Context: an optimization exercise on an open-source flow, tuned for small area and few clock cycles. The choices shown serve that exercise and are no tape-out recipe.
RTL that was checked went through simulation tests only; none was proved equivalent to the original.
Power figures rest on the tool's default switching activity, not on a simulated workload.

==> flow/design.v <==
`timescale 1ns / 1ps
package tde_pkg;
  localparam int NUM_TRACKERS = 5;
  localparam int COORD_W      = 32;
  localparam int TRK_W        = 3;
  localparam int CNT_W        = 8;
  localparam int FILL_W       = 2;
  localparam int DIFF_W       = COORD_W + 1;
  localparam int SUM_W        = DIFF_W + CNT_W + 1;
  typedef logic signed [COORD_W-1:0] coord_t;
  localparam coord_t COORD_MAX = {1'b0, {(COORD_W-1){1'b1}}};
  localparam coord_t COORD_MIN = {1'b1, {(COORD_W-1){1'b0}}};
endpackage
`timescale 1ns / 1ps
module tde_ram #(
  parameter int WIDTH = 32
) (
  input  logic             clk,
  input  logic             meas_we,
  input  logic [WIDTH-1:0] meas,
  input  logic             rep_we,
  input  logic [WIDTH-1:0] rep,
  output logic [WIDTH-1:0] newest,
  output logic [WIDTH-1:0] older,
  output logic [WIDTH-1:0] shown
);
  logic [WIDTH-1:0] new_r;
  logic [WIDTH-1:0] old_r;
  logic [WIDTH-1:0] shown_r;
  always_ff @(posedge clk) begin
    if (meas_we) begin
      new_r <= meas;
      old_r <= new_r;
    end
    if (rep_we) begin
      shown_r <= rep;
    end
  end
  assign newest = new_r;
  assign older  = old_r;
  assign shown  = shown_r;
endmodule
`timescale 1ns / 1ps
module tde_update (
  input  logic                      clk,
  input  logic                      rst_n,
  input  logic                      accept,
  input  logic [tde_pkg::TRK_W-1:0] tracker,
  input  logic                      measured_ok,
  input  logic [tde_pkg::CNT_W-1:0] max_dropout,
  output logic [tde_pkg::NUM_TRACKERS-1:0] hit,
  output logic                      extrap,
  output logic [2:0]                mode
);
  localparam int NT = tde_pkg::NUM_TRACKERS;
  logic [tde_pkg::FILL_W-1:0] fill_r [NT];
  logic [tde_pkg::CNT_W-1:0]  lost_r [NT];
  logic [tde_pkg::FILL_W-1:0] fill_sel;
  logic [tde_pkg::CNT_W-1:0]  lost_sel;
  logic [tde_pkg::CNT_W-1:0]  lost_inc;
  logic                       in_range;
  always_comb begin
    fill_sel = '0;
    lost_sel = '0;
    for (int t = 0; t < NT; t++) begin
      hit[t] = tracker == tde_pkg::TRK_W'(t);
      if (hit[t]) begin
        fill_sel = fill_r[t];
        lost_sel = lost_r[t];
      end
    end
  end
  assign in_range = |hit;
  assign extrap   = in_range && !measured_ok && (max_dropout != '0) &&
                    fill_sel[1] && (lost_sel < max_dropout);
  assign lost_inc = lost_sel + tde_pkg::CNT_W'(1);
  assign mode[0]  = in_range && measured_ok;
  assign mode[1]  = extrap;
  assign mode[2]  = in_range && !measured_ok && !extrap && (fill_sel != '0);
  always_ff @(posedge clk) begin
    for (int t = 0; t < NT; t++) begin
      if (!rst_n) begin
        fill_r[t] <= '0;
      end else if (accept && hit[t] && measured_ok) begin
        fill_r[t] <= {fill_r[t][1] | fill_r[t][0], ~(fill_r[t][1] | fill_r[t][0])};
      end
    end
  end
  always_ff @(posedge clk) begin
    for (int t = 0; t < NT; t++) begin
      if (accept && hit[t] && (measured_ok || extrap)) begin
        lost_r[t] <= measured_ok ? '0 : lost_inc;
      end
    end
  end
endmodule
`timescale 1ns / 1ps
module tde_extrap (
  input  logic [tde_pkg::COORD_W-1:0] newest,
  input  logic [tde_pkg::COORD_W-1:0] older,
  input  logic [tde_pkg::COORD_W-1:0] shown,
  output logic [tde_pkg::COORD_W-1:0] pos
);
  localparam int CW = tde_pkg::COORD_W;
  localparam int SW = CW + 2;
  function automatic logic [SW-1:0] bk_add(input logic [SW-1:0] a, input logic [SW-1:0] b);
    logic [SW-1:0] g, p, h;
    g = a & b;
    p = a ^ b;
    h = p;
    for (int l = 0; (1 << l) < SW; l++) begin
      for (int i = (2 << l) - 1; i < SW; i += (2 << l)) begin
        g[i] = g[i] | (p[i] & g[i - (1 << l)]);
        p[i] = p[i] & p[i - (1 << l)];
      end
    end
    for (int l = $clog2(SW) - 2; l >= 0; l--) begin
      for (int i = 3 * (1 << l) - 1; i < SW; i += (2 << l)) begin
        g[i] = g[i] | (p[i] & g[i - (1 << l)]);
        p[i] = p[i] & p[i - (1 << l)];
      end
    end
    bk_add = h ^ {g[SW-2:0], 1'b0};
  endfunction
  logic [SW-1:0] sum;
  logic [CW-1:0] ext;
  logic [SW-1:0] csa_a, csa_b, csa_c, csa_s, csa_k;
  assign csa_a = {{2{shown[CW-1]}}, shown};
  assign csa_b = {{2{newest[CW-1]}}, newest};
  assign csa_c = ~{{2{older[CW-1]}}, older};
  assign csa_s = csa_a ^ csa_b ^ csa_c;
  assign csa_k = (csa_a & csa_b) | (csa_a & csa_c) | (csa_b & csa_c);
  assign sum   = bk_add(csa_s, {csa_k[SW-2:0], 1'b1});
  always_comb begin
    if (sum[SW-1:CW-1] == '0 || sum[SW-1:CW-1] == '1) begin
      ext = sum[CW-1:0];
    end else if (sum[SW-1]) begin
      ext = tde_pkg::COORD_MIN;
    end else begin
      ext = tde_pkg::COORD_MAX;
    end
  end
  assign pos = ext;
endmodule
`timescale 1ns / 1ps
module tracker_dropout_extrapolator (
  input  logic        clk,
  input  logic        rst_n,
  input  logic        in_valid,
  output logic        in_ready,
  input  logic [2:0]  in_tracker_id,
  input  logic        in_measured_ok,
  input  logic [31:0] in_meas_x,
  input  logic [31:0] in_meas_y,
  input  logic [31:0] in_meas_z,
  output logic        out_valid,
  input  logic        out_ready,
  output logic [2:0]  out_tracker,
  output logic        out_valid_pose,
  output logic        out_extrapolated,
  output logic [31:0] out_rep_x,
  output logic [31:0] out_rep_y,
  output logic [31:0] out_rep_z,
  input  logic        cfg_valid,
  output logic        cfg_ready,
  input  logic [7:0]  cfg_max_dropout_frames
);
  localparam int NT = tde_pkg::NUM_TRACKERS;
  localparam int CW = tde_pkg::COORD_W;
  logic [tde_pkg::CNT_W-1:0] max_drop_r;
  logic                      accept;
  logic                      take;
  logic [NT-1:0]             hit;
  logic                      extrap;
  logic [2:0]                mode;
  logic                      out_v_r;
  logic [tde_pkg::TRK_W-1:0] out_trk_r;
  logic [NT-1:0]             out_sel_r;
  logic [2:0]                out_mode_r;
  logic [CW-1:0] new_x [NT];
  logic [CW-1:0] new_y [NT];
  logic [CW-1:0] new_z [NT];
  logic [CW-1:0] old_x [NT];
  logic [CW-1:0] old_y [NT];
  logic [CW-1:0] old_z [NT];
  logic [CW-1:0] shw_x [NT];
  logic [CW-1:0] shw_y [NT];
  logic [CW-1:0] shw_z [NT];
  logic [CW-1:0] sel_new_x, sel_new_y, sel_new_z;
  logic [CW-1:0] sel_old_x, sel_old_y, sel_old_z;
  logic [CW-1:0] sel_shw_x, sel_shw_y, sel_shw_z;
  logic [CW-1:0] pos_x, pos_y, pos_z;
  assign cfg_ready = 1'b1;
  assign in_ready  = !out_v_r || out_ready;
  assign accept    = in_valid && in_ready;
  assign take      = out_v_r && out_ready;
  always_ff @(posedge clk) begin
    if (!rst_n) begin
      max_drop_r <= '0;
    end else if (cfg_valid) begin
      max_drop_r <= cfg_max_dropout_frames;
    end
  end
  tde_update u_update (
    .clk         (clk),
    .rst_n       (rst_n),
    .accept      (accept),
    .tracker     (in_tracker_id),
    .measured_ok (in_measured_ok),
    .max_dropout (max_drop_r),
    .hit         (hit),
    .extrap      (extrap),
    .mode        (mode)
  );
  for (genvar t = 0; t < NT; t++) begin : g_trk
    logic meas_we;
    logic rep_we;
    assign meas_we = accept && hit[t] && in_measured_ok;
    assign rep_we  = take && out_sel_r[t];
    tde_ram #(.WIDTH(CW)) u_hx (.clk(clk), .meas_we(meas_we), .meas(in_meas_x),
                                .rep_we(rep_we), .rep(pos_x),
                                .newest(new_x[t]), .older(old_x[t]), .shown(shw_x[t]));
    tde_ram #(.WIDTH(CW)) u_hy (.clk(clk), .meas_we(meas_we), .meas(in_meas_y),
                                .rep_we(rep_we), .rep(pos_y),
                                .newest(new_y[t]), .older(old_y[t]), .shown(shw_y[t]));
    tde_ram #(.WIDTH(CW)) u_hz (.clk(clk), .meas_we(meas_we), .meas(in_meas_z),
                                .rep_we(rep_we), .rep(pos_z),
                                .newest(new_z[t]), .older(old_z[t]), .shown(shw_z[t]));
  end
  always_ff @(posedge clk) begin
    if (!rst_n) begin
      out_v_r <= 1'b0;
    end else begin
      out_v_r <= accept || (out_v_r && !out_ready);
    end
  end
  always_ff @(posedge clk) begin
    if (accept) begin
      out_trk_r  <= in_tracker_id;
      out_sel_r  <= hit;
      out_mode_r <= mode;
    end
  end
  logic [NT-1:0] use_new, use_old, use_shw;
  assign use_new = out_sel_r & {NT{out_mode_r[0] | out_mode_r[1]}};
  assign use_old = out_sel_r & {NT{out_mode_r[1]}};
  assign use_shw = out_sel_r & {NT{out_mode_r[1] | out_mode_r[2]}};
  always_comb begin
    sel_new_x = '0; sel_new_y = '0; sel_new_z = '0;
    sel_old_x = '0; sel_old_y = '0; sel_old_z = '0;
    sel_shw_x = '0; sel_shw_y = '0; sel_shw_z = '0;
    for (int t = 0; t < NT; t++) begin
      sel_new_x = sel_new_x | ({CW{use_new[t]}} & new_x[t]);
      sel_new_y = sel_new_y | ({CW{use_new[t]}} & new_y[t]);
      sel_new_z = sel_new_z | ({CW{use_new[t]}} & new_z[t]);
      sel_old_x = sel_old_x | ({CW{use_old[t]}} & old_x[t]);
      sel_old_y = sel_old_y | ({CW{use_old[t]}} & old_y[t]);
      sel_old_z = sel_old_z | ({CW{use_old[t]}} & old_z[t]);
      sel_shw_x = sel_shw_x | ({CW{use_shw[t]}} & shw_x[t]);
      sel_shw_y = sel_shw_y | ({CW{use_shw[t]}} & shw_y[t]);
      sel_shw_z = sel_shw_z | ({CW{use_shw[t]}} & shw_z[t]);
    end
  end
  tde_extrap u_ex (.newest(sel_new_x), .older(sel_old_x), .shown(sel_shw_x), .pos(pos_x));
  tde_extrap u_ey (.newest(sel_new_y), .older(sel_old_y), .shown(sel_shw_y), .pos(pos_y));
  tde_extrap u_ez (.newest(sel_new_z), .older(sel_old_z), .shown(sel_shw_z), .pos(pos_z));
  assign out_valid        = out_v_r;
  assign out_tracker      = out_trk_r;
  assign out_valid_pose   = out_mode_r[0] | out_mode_r[1];
  assign out_extrapolated = out_mode_r[1];
  assign out_rep_x        = pos_x;
  assign out_rep_y        = pos_y;
  assign out_rep_z        = pos_z;
endmodule
export LEC_CHECK = 0
export CAP_MARGIN = 20
export CORE_MARGIN = 2
export CORE_UTILIZATION = 65
export CTS_BUF_LIST = sky130_fd_sc_hd__clkbuf_8
export CTS_CLUSTER_DIAMETER = 45
export CTS_CLUSTER_SIZE = 16
export SLEW_MARGIN = 20
create_clock -name core_clock -period 12.0 [get_ports {clk}]
run.sh (not shown) runs the stock make flow with config.mk's settings and CLKGATE_MAP_FILE= SYNTH_SCRIPT=/design/flow/synth_recipe.tcl, a recipe that flattens the netlist after the stock synthesis.
The first run completed with no timing, DRC or antenna violations.
Testbench counts at the start, summed over its fixed seeds: cycles 12,016.
Then changed:
--- a/flow/design.v
+++ b/flow/design.v
@@ -100,4 +100,5 @@
   input  logic [tde_pkg::COORD_W-1:0] older,
   input  logic [tde_pkg::COORD_W-1:0] shown,
+  input  logic [2:0]                  mode,
   output logic [tde_pkg::COORD_W-1:0] pos
 );
@@ -141,5 +142,5 @@
     end
   end
-  assign pos = ext;
+  assign pos = ({CW{mode[0]}} & newest) | ({CW{mode[1]}} & ext) | ({CW{mode[2]}} & shown);
 endmodule
 `timescale 1ns / 1ps
@@ -242,8 +243,4 @@
     end
   end
-  logic [NT-1:0] use_new, use_old, use_shw;
-  assign use_new = out_sel_r & {NT{out_mode_r[0] | out_mode_r[1]}};
-  assign use_old = out_sel_r & {NT{out_mode_r[1]}};
-  assign use_shw = out_sel_r & {NT{out_mode_r[1] | out_mode_r[2]}};
   always_comb begin
     sel_new_x = '0; sel_new_y = '0; sel_new_z = '0;
@@ -251,18 +248,21 @@
     sel_shw_x = '0; sel_shw_y = '0; sel_shw_z = '0;
     for (int t = 0; t < NT; t++) begin
-      sel_new_x = sel_new_x | ({CW{use_new[t]}} & new_x[t]);
-      sel_new_y = sel_new_y | ({CW{use_new[t]}} & new_y[t]);
-      sel_new_z = sel_new_z | ({CW{use_new[t]}} & new_z[t]);
-      sel_old_x = sel_old_x | ({CW{use_old[t]}} & old_x[t]);
-      sel_old_y = sel_old_y | ({CW{use_old[t]}} & old_y[t]);
-      sel_old_z = sel_old_z | ({CW{use_old[t]}} & old_z[t]);
-      sel_shw_x = sel_shw_x | ({CW{use_shw[t]}} & shw_x[t]);
-      sel_shw_y = sel_shw_y | ({CW{use_shw[t]}} & shw_y[t]);
-      sel_shw_z = sel_shw_z | ({CW{use_shw[t]}} & shw_z[t]);
-    end
-  end
-  tde_extrap u_ex (.newest(sel_new_x), .older(sel_old_x), .shown(sel_shw_x), .pos(pos_x));
-  tde_extrap u_ey (.newest(sel_new_y), .older(sel_old_y), .shown(sel_shw_y), .pos(pos_y));
-  tde_extrap u_ez (.newest(sel_new_z), .older(sel_old_z), .shown(sel_shw_z), .pos(pos_z));
+      sel_new_x = sel_new_x | ({CW{out_sel_r[t]}} & new_x[t]);
+      sel_new_y = sel_new_y | ({CW{out_sel_r[t]}} & new_y[t]);
+      sel_new_z = sel_new_z | ({CW{out_sel_r[t]}} & new_z[t]);
+      sel_old_x = sel_old_x | ({CW{out_sel_r[t]}} & old_x[t]);
+      sel_old_y = sel_old_y | ({CW{out_sel_r[t]}} & old_y[t]);
+      sel_old_z = sel_old_z | ({CW{out_sel_r[t]}} & old_z[t]);
+      sel_shw_x = sel_shw_x | ({CW{out_sel_r[t]}} & shw_x[t]);
+      sel_shw_y = sel_shw_y | ({CW{out_sel_r[t]}} & shw_y[t]);
+      sel_shw_z = sel_shw_z | ({CW{out_sel_r[t]}} & shw_z[t]);
+    end
+  end
+  tde_extrap u_ex (.newest(sel_new_x), .older(sel_old_x), .shown(sel_shw_x),
+                   .mode(out_mode_r), .pos(pos_x));
+  tde_extrap u_ey (.newest(sel_new_y), .older(sel_old_y), .shown(sel_shw_y),
+                   .mode(out_mode_r), .pos(pos_y));
+  tde_extrap u_ez (.newest(sel_new_z), .older(sel_old_z), .shown(sel_shw_z),
+                   .mode(out_mode_r), .pos(pos_z));
   assign out_valid        = out_v_r;
   assign out_tracker      = out_trk_r;
Outcome: The changed run went through all stages and came out clean; sequential power falls by 11%; design area climbs by 1.5%; count of clock-buffer cells in the layout came out higher by 2; clock skew barely changes; setup slack degrades by 0.056 ns; power drops by about 20%; wire length is lower by 1.9%; non-clock buffer count went down by 3.
No functional check of the RTL was part of the second run of this note.

[what the ideal ports hide]
No port has a modelled driver above. Below, the same layouts with a new extraction and two added sets of constraints. Step 1 (the two cells are an assumption about what drives the block):
set clk [get_ports {clk}]
set_driving_cell -lib_cell sky130_fd_sc_hd__clkbuf_16 $clk
set_driving_cell -lib_cell sky130_fd_sc_hd__buf_2 [delete_from_list [all_inputs] $clk]
Step 2 moves the port delays by t, midway between the first and last clock arrival at a register: inputs arrive t later, outputs are due t later. That takes back most of the time a late clock gives input paths. Slacks: ideal ports / drivers / drivers and shift; pairs: ideal ports / drivers.
| run | t, ns | slack for setup (ns) | worst setup path after step 2 | worst register clock-pin slew, ns | worst data-port slew with drivers (ns) |
|---|---|---|---|---|---|
| the first run | 0.912 | 0.747 / 0.683 / 1.595 | register to output | 0.10 / 0.10 | 0.18 |
| the second run | 0.893 | 0.691 / 0.624 / 1.517 | register to output | 0.10 / 0.10 | 0.17 |
After both steps setup and hold are still met in every run listed.
